What follows belongs to an exercise in optimizing a design on an open flow for small area, a short achievable clock period and few clock cycles; a production flow would make more cautious choices.
RTL that was checked went through simulation tests only; none was proved equivalent to the original.

==> 12-06: inputs <==
## gcn_top
module gcn_top (
    input  logic                                      clk,
    input  logic                                      rst_n,
    input  logic                                      start,
    input  logic [6-1:0][3-1:0]    edge_src,
    input  logic [6-1:0][3-1:0]    edge_dst,
    input  logic [6-1:0][5-1:0]    feat_col,
    input  logic [3-1:0][5-1:0]  weight_row,
    output logic                                      feat_re,
    output logic [4-1:0]                    feat_addr,
    output logic [6-1:0][2-1:0]   y,
    output logic                                      done
);
==> module gcn_adjacency, before the edit <==
module gcn_adjacency (
    input  logic                                      clk,
    input  logic                                      accept,
    input  logic [6-1:0][3-1:0]    edge_src,
    input  logic [6-1:0][3-1:0]    edge_dst,
    output logic [6-1:0][6-1:0]     adj
);
    logic [6-1:0][6-1:0] tri_nxt, tri_r;
    always_comb begin
        tri_nxt = '0;
        for (int e = 0; e < 6; e++)
            for (int i = 0; i < 6; i++)
                for (int j = i; j < 6; j++)
                    if ((edge_src[e] == 3'(i + 1) && edge_dst[e] == 3'(j + 1)) ||
                        (edge_src[e] == 3'(j + 1) && edge_dst[e] == 3'(i + 1)))
                        tri_nxt[i][j] = 1'b1;
    end
    always_ff @(posedge clk) begin
        for (int i = 0; i < 6; i++)
            for (int j = i; j < 6; j++)
                if (accept)
                    tri_r[i][j] <= tri_nxt[i][j];
    end
    always_comb begin
        for (int i = 0; i < 6; i++)
            for (int j = 0; j < 6; j++)
                adj[i][j] = (i <= j) ? tri_r[i][j] : tri_r[j][i];
    end
endmodule
clock: 7.5 ns
lec_check: 0
abc_clock_period_in_ps: 3000
cap_margin: 20
core_margin: 2
core_utilization: 40
cts_buf_list: sky130_fd_sc_hd__clkbuf_8
cts_cluster_diameter: 60
cts_cluster_size: 16
place_density: 0.75
setup_slack_margin: 4.3
slew_margin: 20
synth_hierarchical: 1
run.sh (not shown) runs the stock make flow with config.mk's settings and CLKGATE_MAP_FILE= SYNTH_SCRIPT=/design/flow/synth_recipe.tcl, a recipe that flattens the netlist after the stock synthesis.
==> inputs of 10-01, as changes to 12-06 <==
--- a/flow/design.v
+++ b/flow/design.v
@@ -35,5 +35,10 @@
     output logic [6-1:0][6-1:0]     adj
 );
+    logic [6-1:0][6-1:0] src_oh, dst_oh;
     logic [6-1:0][6-1:0] tri_nxt, tri_r;
+    for (genvar e = 0; e < 6; e++) begin : g_edge
+        gcn_id_dec u_src (.id(edge_src[e]), .oh(src_oh[e]));
+        gcn_id_dec u_dst (.id(edge_dst[e]), .oh(dst_oh[e]));
+    end
     always_comb begin
         tri_nxt = '0;
@@ -41,7 +46,5 @@
             for (int i = 0; i < 6; i++)
                 for (int j = i; j < 6; j++)
-                    if ((edge_src[e] == 3'(i + 1) && edge_dst[e] == 3'(j + 1)) ||
-                        (edge_src[e] == 3'(j + 1) && edge_dst[e] == 3'(i + 1)))
-                        tri_nxt[i][j] = 1'b1;
+                    tri_nxt[i][j] = tri_nxt[i][j] | (src_oh[e][i] & dst_oh[e][j]) | (src_oh[e][j] & dst_oh[e][i]);
     end
     always_ff @(posedge clk) begin
@@ -57,4 +60,12 @@
     end
 endmodule
+module gcn_id_dec (
+    input  logic [3-1:0] id,
+    output logic [6-1:0]  oh
+);
+    always_comb
+        for (int i = 0; i < 6; i++)
+            oh[i] = (id == 3'(i + 1));
+endmodule
 `timescale 1ns/1ps
 module gcn_aggregate (
--- a/flow/config.mk
+++ b/flow/config.mk
@@ -6,8 +6,7 @@
 export NUM_CORES = 4
 export LEC_CHECK = 0
-export ABC_CLOCK_PERIOD_IN_PS = 3000
 export CAP_MARGIN = 20
 export CORE_MARGIN = 2
-export CORE_UTILIZATION = 40
+export CORE_UTILIZATION = 55
 export CTS_BUF_LIST = sky130_fd_sc_hd__clkbuf_8
 export CTS_CLUSTER_DIAMETER = 60
==> run notes <==
- Die Footprint: between 0.08 and 0.09 mm2
- Worst Hold Path EP: i_argmax.done
- Clock latency (worst-skew pair): approximately 700 ps
- Fraction of area in registers: 20.7%
- Register area: a little under 0.01 mm2
- Number of antenna diodes: 1
- Status: no timing/DRC/antenna violations
- Initial antenna violation count: 6
- Area Growth Syn to Fin: 7.31%
- Area of the multi-input gates: 0.0326 mm2
- Die Span Y: 285 um
- Die X: 285 um
- Least-Margin Pin Slew: 1240 ps
- Layout cells sized above 1: 18.6%
the above is filed under 10-01

==> run notes <==
- Reg2Reg Depth: 9
- Least-Margin Pin Slew: 1050 ps
- Crit Path Category: flip-flop to primary output
- Fraction of area in registers: 20.3%
- Die Footprint: ~0.11 mm2
- Clock latency (worst-skew pair): about 740 ps
- Status: no timing/DRC/antenna violations
- Number of antenna diodes: 6
- Area of the multi-input gates: 0.0331 mm2
- Hold WS: 434 ps
- Initial antenna violation count: 13
- Register area: 0.00969 mm2
- Area Growth Syn to Fin: 7.59%
- Worst Hold Path EP: i_xfm.g_wreg[1].u_wreg.q[0]
- Die Span Y: approximately 340 um
- CTS Root Cell: clkbuf_8
- Layout cells sized above 1: approximately 17%
the above is filed under 12-06

Testbench counts of 10-01, summed over its fixed seeds: cycles 8,064.
Function not checked in 12-06: the RTL went through the layout flow alone.

---

==> inputs of run X <==
gcn_top again, from the RTL that the note above started with.
make LEC_CHECK=0 ABC_CLOCK_PERIOD_IN_PS=3000 CAP_MARGIN=20 CORE_MARGIN=2 CORE_UTILIZATION=40 CTS_BUF_LIST=sky130_fd_sc_hd__clkbuf_8 CTS_CLUSTER_DIAMETER=60 CTS_CLUSTER_SIZE=16 PLACE_DENSITY=0.75 SETUP_SLACK_MARGIN=4.5 SLEW_MARGIN=20 SYNTH_HIERARCHICAL=1 finish   # period 7.5 ns
==> inputs of run Z, as changes to run X <==
--- a/flow/design.v
+++ b/flow/design.v
@@ -32,19 +32,22 @@
     input  logic                                      accept,
     input  logic [6-1:0][3-1:0]    edge_src,
     input  logic [6-1:0][3-1:0]    edge_dst,
     output logic [6-1:0][6-1:0]     adj
 );
+    logic [6-1:0][6-1:0] src_oh, dst_oh;
     logic [6-1:0][6-1:0] tri_nxt, tri_r;
+    for (genvar e = 0; e < 6; e++) begin : g_edge
+        gcn_id_dec u_src (.id(edge_src[e]), .oh(src_oh[e]));
+        gcn_id_dec u_dst (.id(edge_dst[e]), .oh(dst_oh[e]));
+    end
     always_comb begin
         tri_nxt = '0;
         for (int e = 0; e < 6; e++)
             for (int i = 0; i < 6; i++)
                 for (int j = i; j < 6; j++)
-                    if ((edge_src[e] == 3'(i + 1) && edge_dst[e] == 3'(j + 1)) ||
-                        (edge_src[e] == 3'(j + 1) && edge_dst[e] == 3'(i + 1)))
-                        tri_nxt[i][j] = 1'b1;
+                    tri_nxt[i][j] = tri_nxt[i][j] | (src_oh[e][i] & dst_oh[e][j]) | (src_oh[e][j] & dst_oh[e][i]);
     end
     always_ff @(posedge clk) begin
         for (int i = 0; i < 6; i++)
             for (int j = i; j < 6; j++)
                 if (accept)
@@ -54,10 +57,18 @@
         for (int i = 0; i < 6; i++)
             for (int j = 0; j < 6; j++)
                 adj[i][j] = (i <= j) ? tri_r[i][j] : tri_r[j][i];
     end
 endmodule
+module gcn_id_dec (
+    input  logic [3-1:0] id,
+    output logic [6-1:0]  oh
+);
+    always_comb
+        for (int i = 0; i < 6; i++)
+            oh[i] = (id == 3'(i + 1));
+endmodule
 `timescale 1ns/1ps
 module gcn_aggregate (
     input  logic                                      clk,
     input  logic [6-1:0][6-1:0]     adj,
     input  logic [6-1:0][5-1:0]    feat_col,
@@ -89,45 +100,45 @@
                 wd_nxt[c][3 * i + 2] = d[2 * i + 2] & ~(d[2 * i + 1] & d[2 * i]);
             end
         end
     end
     logic [2:0] sel_0_0;
-    assign sel_0_0 = {adj[0][0] & adj[0][1], adj[0][0] & ~adj[0][1], ~adj[0][0] & adj[0][1]};
+    gcn_sel u_sel_0_0 (.a(adj[0][0]), .b(adj[0][1]), .sel(sel_0_0));
     logic [2:0] sel_0_1;
-    assign sel_0_1 = {adj[0][2] & adj[0][3], adj[0][2] & ~adj[0][3], ~adj[0][2] & adj[0][3]};
+    gcn_sel u_sel_0_1 (.a(adj[0][2]), .b(adj[0][3]), .sel(sel_0_1));
     logic [2:0] sel_0_2;
-    assign sel_0_2 = {adj[0][4] & adj[0][5], adj[0][4] & ~adj[0][5], ~adj[0][4] & adj[0][5]};
+    gcn_sel u_sel_0_2 (.a(adj[0][4]), .b(adj[0][5]), .sel(sel_0_2));
     logic [2:0] sel_1_0;
-    assign sel_1_0 = {adj[1][0] & adj[1][1], adj[1][0] & ~adj[1][1], ~adj[1][0] & adj[1][1]};
+    gcn_sel u_sel_1_0 (.a(adj[1][0]), .b(adj[1][1]), .sel(sel_1_0));
     logic [2:0] sel_1_1;
-    assign sel_1_1 = {adj[1][2] & adj[1][3], adj[1][2] & ~adj[1][3], ~adj[1][2] & adj[1][3]};
+    gcn_sel u_sel_1_1 (.a(adj[1][2]), .b(adj[1][3]), .sel(sel_1_1));
     logic [2:0] sel_1_2;
-    assign sel_1_2 = {adj[1][4] & adj[1][5], adj[1][4] & ~adj[1][5], ~adj[1][4] & adj[1][5]};
+    gcn_sel u_sel_1_2 (.a(adj[1][4]), .b(adj[1][5]), .sel(sel_1_2));
     logic [2:0] sel_2_0;
-    assign sel_2_0 = {adj[2][0] & adj[2][1], adj[2][0] & ~adj[2][1], ~adj[2][0] & adj[2][1]};
+    gcn_sel u_sel_2_0 (.a(adj[2][0]), .b(adj[2][1]), .sel(sel_2_0));
     logic [2:0] sel_2_1;
-    assign sel_2_1 = {adj[2][2] & adj[2][3], adj[2][2] & ~adj[2][3], ~adj[2][2] & adj[2][3]};
+    gcn_sel u_sel_2_1 (.a(adj[2][2]), .b(adj[2][3]), .sel(sel_2_1));
     logic [2:0] sel_2_2;
-    assign sel_2_2 = {adj[2][4] & adj[2][5], adj[2][4] & ~adj[2][5], ~adj[2][4] & adj[2][5]};
+    gcn_sel u_sel_2_2 (.a(adj[2][4]), .b(adj[2][5]), .sel(sel_2_2));
     logic [2:0] sel_3_0;
-    assign sel_3_0 = {adj[3][0] & adj[3][1], adj[3][0] & ~adj[3][1], ~adj[3][0] & adj[3][1]};
+    gcn_sel u_sel_3_0 (.a(adj[3][0]), .b(adj[3][1]), .sel(sel_3_0));
     logic [2:0] sel_3_1;
-    assign sel_3_1 = {adj[3][2] & adj[3][3], adj[3][2] & ~adj[3][3], ~adj[3][2] & adj[3][3]};
+    gcn_sel u_sel_3_1 (.a(adj[3][2]), .b(adj[3][3]), .sel(sel_3_1));
     logic [2:0] sel_3_2;
-    assign sel_3_2 = {adj[3][4] & adj[3][5], adj[3][4] & ~adj[3][5], ~adj[3][4] & adj[3][5]};
+    gcn_sel u_sel_3_2 (.a(adj[3][4]), .b(adj[3][5]), .sel(sel_3_2));
     logic [2:0] sel_4_0;
-    assign sel_4_0 = {adj[4][0] & adj[4][1], adj[4][0] & ~adj[4][1], ~adj[4][0] & adj[4][1]};
+    gcn_sel u_sel_4_0 (.a(adj[4][0]), .b(adj[4][1]), .sel(sel_4_0));
     logic [2:0] sel_4_1;
-    assign sel_4_1 = {adj[4][2] & adj[4][3], adj[4][2] & ~adj[4][3], ~adj[4][2] & adj[4][3]};
+    gcn_sel u_sel_4_1 (.a(adj[4][2]), .b(adj[4][3]), .sel(sel_4_1));
     logic [2:0] sel_4_2;
-    assign sel_4_2 = {adj[4][4] & adj[4][5], adj[4][4] & ~adj[4][5], ~adj[4][4] & adj[4][5]};
+    gcn_sel u_sel_4_2 (.a(adj[4][4]), .b(adj[4][5]), .sel(sel_4_2));
     logic [2:0] sel_5_0;
-    assign sel_5_0 = {adj[5][0] & adj[5][1], adj[5][0] & ~adj[5][1], ~adj[5][0] & adj[5][1]};
+    gcn_sel u_sel_5_0 (.a(adj[5][0]), .b(adj[5][1]), .sel(sel_5_0));
     logic [2:0] sel_5_1;
-    assign sel_5_1 = {adj[5][2] & adj[5][3], adj[5][2] & ~adj[5][3], ~adj[5][2] & adj[5][3]};
+    gcn_sel u_sel_5_1 (.a(adj[5][2]), .b(adj[5][3]), .sel(sel_5_1));
     logic [2:0] sel_5_2;
-    assign sel_5_2 = {adj[5][4] & adj[5][5], adj[5][4] & ~adj[5][5], ~adj[5][4] & adj[5][5]};
+    gcn_sel u_sel_5_2 (.a(adj[5][4]), .b(adj[5][5]), .sel(sel_5_2));
     logic ag_0, ag_1, ag_2, ag_3, ag_4, ag_5, ag_6, ag_7;
     logic ag_8, ag_9, ag_10, ag_11, ag_12, ag_13, ag_14, ag_15;
     logic ag_16, ag_17, ag_18, ag_19, ag_20, ag_21, ag_22, ag_23;
     logic ag_24, ag_25, ag_26, ag_27, ag_28, ag_29, ag_30, ag_31;
     logic ag_32, ag_33, ag_34, ag_35, ag_36, ag_37, ag_38, ag_39;
@@ -386,10 +397,17 @@
     assign sum_nxt[5] = {(1'b0 ^ ag_284), (ag_251 ^ ag_282), (ag_262 ^ ag_280), (ag_260 ^ ag_278), (ag_258 ^ ag_272), (ag_256 ^ ag_270), (ag_254 ^ ag_253), ag_252};
     always_ff @(posedge clk)
         agg_sum <= sum_nxt;
     assign wdiff = wd_nxt;    
 endmodule
+module gcn_sel (
+    input  logic       a,
+    input  logic       b,
+    output logic [2:0] sel
+);
+    assign sel = {a & b, a & ~b, ~a & b};
+endmodule
 `timescale 1ns/1ps
 module gcn_transform (
     input  logic                                                      clk,
     input  logic                                                      pre_first,
     input  logic [6-1:0][8-1:0]                     agg_sum,
--- a/flow/config.mk
+++ b/flow/config.mk
@@ -11,8 +11,8 @@
 export CORE_UTILIZATION = 40
 export CTS_BUF_LIST = sky130_fd_sc_hd__clkbuf_8
 export CTS_CLUSTER_DIAMETER = 60
 export CTS_CLUSTER_SIZE = 16
 export PLACE_DENSITY = 0.75
-export SETUP_SLACK_MARGIN = 4.5
+export SETUP_SLACK_MARGIN = 4.3
 export SLEW_MARGIN = 20
 export SYNTH_HIERARCHICAL = 1
==> results by group <==
Status
  • Status: complete, no violations

Critical path
  • Launch point of the worst reg-to-reg path: i_xfm.g_wreg[2].u_wreg.q[15]
  • CP peak stage delay: 0.46 ns
  • Required time of the critical path: 8.12 ns

Placed design
  • Cells after DPL: 6271

Final layout
  • FF+latch area: 0.00979 mm^2
  • Non-filler cells, final: 6578
  • Clkbuf count: 57

Floorplan
  • Initial cell density of the core: 40.2%

Routing
  • Met1 wire length: 50.8 mm

Logic synthesis
  • Synthesized cell area: 0.0444 mm^2
# the run above: run X

==> results by group <==
Final layout
  • Non-filler cells, final: 6222
  • FF+latch area: 0.00968 mm^2
  • # diodes: 2

Floorplan
  • Well Taps: 1403
  • Initial cell density of the core: 40.3%
  • Die Y-Extent: 332 um

Critical path
  • Launch point of the worst reg-to-reg path: i_adj.tri_r[17]
  • Required time of the critical path: 6.00 ns

Logic synthesis
  • Synthesized cell area: 0.0430 mm^2

Routing
  • Met1 wire length: 47.2 mm
  • Wire length on met2: 51.0 mm

Timing
  • Fin. Hold Viols: 0

Placed design
  • Cells after DPL: 6090

Status
  • Status: complete, no violations

Clock network
  • Clk sink count: 453
# the run above: run Z

No run of this note included a check of the RTL's function; only the layout flow was run.

re-timing with driven ports:
The results above use ideal ports. As a check the final layouts listed here were re-extracted and re-timed, cells and wires unchanged.
Step 1 (the two cells are an assumption about what drives the block):
set clk [get_ports {clk}]
set_driving_cell -lib_cell sky130_fd_sc_hd__clkbuf_16 $clk
set_driving_cell -lib_cell sky130_fd_sc_hd__buf_2 [delete_from_list [all_inputs] $clk]
Step 2 moves the port delays by t, midway between the first and last clock arrival at a register: inputs arrive t later, outputs are due t later. That takes back most of the time a late clock gives input paths.
Three values: no drivers, after step 1, after step 2; two values: the first two.
run	shift t [ns]	setup WS [ns]	latest minus earliest clock arrival (ns)
12-06	0.778	4.358 / 4.293 / 3.634	0.064 / 0.064
10-01	0.755	4.381 / 4.317 / 3.815	0.036 / 0.036
run X	0.784	4.508 / 4.489 / 3.815	0.065 / 0.065
run Z	0.803	4.346 / 4.283 / 3.886	0.034 / 0.035
After both steps setup and hold are still met in every run listed. For 12-06, which loses most, drivers alone change the setup slack by -0.065 ns; drivers and shift together by -0.724 ns.
